What follows belongs to an exercise in optimizing a design on an open flow for small area and a short achievable clock period; a production flow would make more cautious choices.
In this exercise RTL edits were held to simulation tests only and were not proved equivalent to the original.
The flow treats the clock pin as an ideal source. Dropping or thinning the clock tree relies on that and would not hold on a real chip.
Power figures rest on the tool's default switching activity, not on a simulated workload.

run 1:
## pio_ram_emu_responder
module pio_ram_emu_responder (
  input  logic       clk,
  input  logic       rst_n,
  input  logic [1:0] rx_pins,
  output logic [1:0] tx_pins,
  output logic       busy,
  output logic       protocol_err
);
Size: about 6800 cells after synthesis, ~8 I/O pins, roughly 0.10 sq mm of cells after synthesis.
export LEC_CHECK = 0
export CAP_MARGIN = 20
export CORE_MARGIN = 2
export CORE_UTILIZATION = 68
export SETUP_SLACK_MARGIN = 2.3
export SLEW_MARGIN = 20
create_clock -name core_clock -period 4.0 [get_ports {clk}]
standard.sh (not shown) runs the stock make flow with config.mk's settings and CLKGATE_MAP_FILE= SYNTH_SCRIPT=/design/flow/synth_recipe.tcl, a recipe that flattens the netlist after the stock synthesis.
==> flow/flow/run.sh <==
#!/bin/bash
# ORFS's standard layout, with its clock tree built by flow/mytree.tcl instead of TritonCTS.
set -euo pipefail
here=$(pwd)
export PRE_CTS_TCL="$here/flow/pre_cts.tcl"
bash standard.sh > "$here/standard_flow.log" 2>&1
Other scripts of this flow, unchanged in this note and not shown: flow/flow/mytree.tcl, flow/flow/pre_cts.tcl
Edits applied to the flow inputs when going from run 1 to run 2:
# run 1
export LEC_CHECK = 0
export CAP_MARGIN = 20
export CORE_MARGIN = 2
export CORE_UTILIZATION = 68
export SETUP_SLACK_MARGIN = 2.3
export SLEW_MARGIN = 20
create_clock -name core_clock -period 4.0 [get_ports {clk}]
# run 2
export LEC_CHECK = 0
export CAP_MARGIN = 20
export CORE_MARGIN = 2
export CORE_UTILIZATION = 72
export PLACE_DENSITY = 0.7
export SETUP_SLACK_MARGIN = 2.3
export SLEW_MARGIN = 20
create_clock -name core_clock -period 4.0 [get_ports {clk}]
[summary]
Summary: with run 1 as the reference, y dimension of the die in run 2 moved down by a few percent.
Run 2 vs run 1, horizontal die dimension went down by about 2.8%.
On sequential group share of total power, run 2 tracks run 1 almost exactly.
Higher final critical-path required period goes to run 1 over run 2.
Density: run 2 denser than run 1
On clock-pin slew on the worst setup and hold paths, run 1 and run 2 are basically level.
Looking at sequential share of layout area, run 2 sits 0.19 points lower than run 1 does.
Run 2 vs run 1 — setup slack of the critical path after layout rose 34 ps.
Maximum number of pins on one net before global-route repair ends up higher on run 1.
Summary — area growth from synthesis to layout, run 2 relative to run 1: higher, by 0.25 points.
The setup clock skew after layout in run 2 sits 3.0 ps above the value recorded for run 1.
Input-level comparison between run 3 and run 2:
# run 2
export LEC_CHECK = 0
export CAP_MARGIN = 20
export CORE_MARGIN = 2
export CORE_UTILIZATION = 72
export PLACE_DENSITY = 0.7
export SETUP_SLACK_MARGIN = 2.3
export SLEW_MARGIN = 20
create_clock -name core_clock -period 4.0 [get_ports {clk}]
# run 3
export LEC_CHECK = 0
export CAP_MARGIN = 20
export CORE_MARGIN = 2
export CORE_UTILIZATION = 72
export SETUP_SLACK_MARGIN = 2.4
export SLEW_MARGIN = 20
create_clock -name core_clock -period 4.0 [get_ports {clk}]
## What came out
For power in the clock group, run 2 and run 3 come out practically identical.
Taking run 2 as the reference, in run 3 count of cell instances traversed by the critical path rose 1; cell area reported after detailed placement about even; fraction of the core area covered by cells at the end of the flow rose 0.63 points.
Any difference in cell count between run 2 and run 3 is small enough to ignore.
Fraction of area in multi-input gates: run 2 and run 3 compared, lower one is run 2
Diff run 2 and run 3: setup slack at placement higher in run 2
Run 3 ends up with a worst setup margin that is 54 ps lower than in run 2.
Against run 2, run 3 reports a met3 usage in global routing that is lower.
Run 3 vs run 2 — total power of the final layout climbed slightly
In every run of this note, the design's own scripts or RTL, not TritonCTS, make the clock network.

========
== job 101 ==
pio_ram_emu_responder, a different RTL version from the one above (not shown whole).
Size in the first run: roughly 6600 cells after synthesis, ~4300 flip-flops, roughly 8 I/O pins, roughly 100000 µm² of cells after synthesis.
==> flow/config.mk <==
export PLATFORM = sky130hd
export DESIGN_NAME = pio_ram_emu_responder
export DESIGN_NICKNAME = pio_ram_emu_responder
export VERILOG_FILES = /design/flow/design.v
export SDC_FILE = /design/flow/constraint.sdc
export NUM_CORES = 4
export LEC_CHECK = 0
export CAP_MARGIN = 20
export CORE_MARGIN = 2
export CORE_UTILIZATION = 72
export SETUP_SLACK_MARGIN = 2.1
export SLEW_MARGIN = 20
==> flow/constraint.sdc <==
create_clock -name core_clock -period 4.0 [get_ports {clk}]
set_input_delay 0.8000 -clock core_clock [delete_from_list [all_inputs] [get_ports {clk}]]
set_output_delay 0.8000 -clock core_clock [all_outputs]
set_load 0.01 [all_outputs]
Scripts as last shown in full above: flow/flow/run.sh
Other scripts of this flow, unchanged in this note and not shown: flow/flow/mytree.tcl, flow/flow/pre_cts.tcl
The inputs of job 102 differ from those of job 101 as listed below.
-- flow/config.mk --
<<< job 101, line 10
export CORE_UTILIZATION = 72
export SETUP_SLACK_MARGIN = 2.1
>>> job 102, line 10
export CORE_UTILIZATION = 72
export PLACE_DENSITY = 0.85
export SETUP_SLACK_MARGIN = 2.1
--- outcome ---
Taking job 101 as the reference, in job 102 post-route standard cell area excluding fillers ~0 delta, data required time of the critical path -0.14 ns, met1 routed wirelength after detailed routing -8.2%, final cycle utilization of the critical path +6.0 points.
Looking at pre-CTS setup slack, job 102 sits 0.13 ns below job 101.
Origin of the worst setup path: psel_q[3] -> job 102, rsel_q[7] -> job 101
--- input diff job 102..job 103 ---
-- flow/config.mk --
<<< job 102, line 10
export CORE_UTILIZATION = 72
export PLACE_DENSITY = 0.85
export SETUP_SLACK_MARGIN = 2.1
export SLEW_MARGIN = 20
>>> job 103, line 10
export CORE_UTILIZATION = 72
export SETUP_SLACK_MARGIN = 2.4
export SLEW_MARGIN = 20
- Looking at clock power, job 103 sits about 2% lower than job 102 does.
- In job 103 relative to job 102, wire length had gone down slightly.
- NOTE: setup slack in job 103 exceeds that of job 102
- Looking at placement-stage worst setup slack across job 102 and job 103, the one that comes out higher is job 103.
In every run of this note, the design's own scripts or RTL, not TritonCTS, make the clock network.

-- what the ideal ports hide --
Ports are ideal in the flow. The routed layouts listed here were re-timed in OpenROAD. Step 1, drivers: a clkbuf_16 drives clk and a buf_2 each remaining input, both assumed. Step 2, shift: input delay + t, output delay - t, t = (earliest + latest rising clock arrival at the registers) / 2. This alone moves slack from input paths to output paths. Slacks: ideal ports / drivers / drivers and shift; pairs: ideal ports / drivers.
| run | t, ns | setup slack, ns | worst register clock-pin slew, ns |
|---|---|---|---|
| run 1 | 0.647 | 2.196 / 2.049 / 1.851 | 0.10 / 0.10 |
| run 2 | 0.655 | 2.230 / 2.051 / 1.826 | 0.10 / 0.10 |
| run 3 | 0.645 | 2.176 / 2.055 / 1.911 | 0.10 / 0.10 |
| job 101 | 0.642 | 2.079 / 1.893 / 1.780 | 0.09 / 0.09 |
| job 102 | 0.675 | 1.839 / 1.838 / 1.768 | 0.10 / 0.10 |
| job 103 | 0.661 | 2.164 / 2.048 / 1.871 | 0.09 / 0.09 |
After both steps setup and hold are still met in every run listed. The setup slack of run 2, which loses most, moves by -0.179 ns with the drivers and by -0.404 ns with both steps.
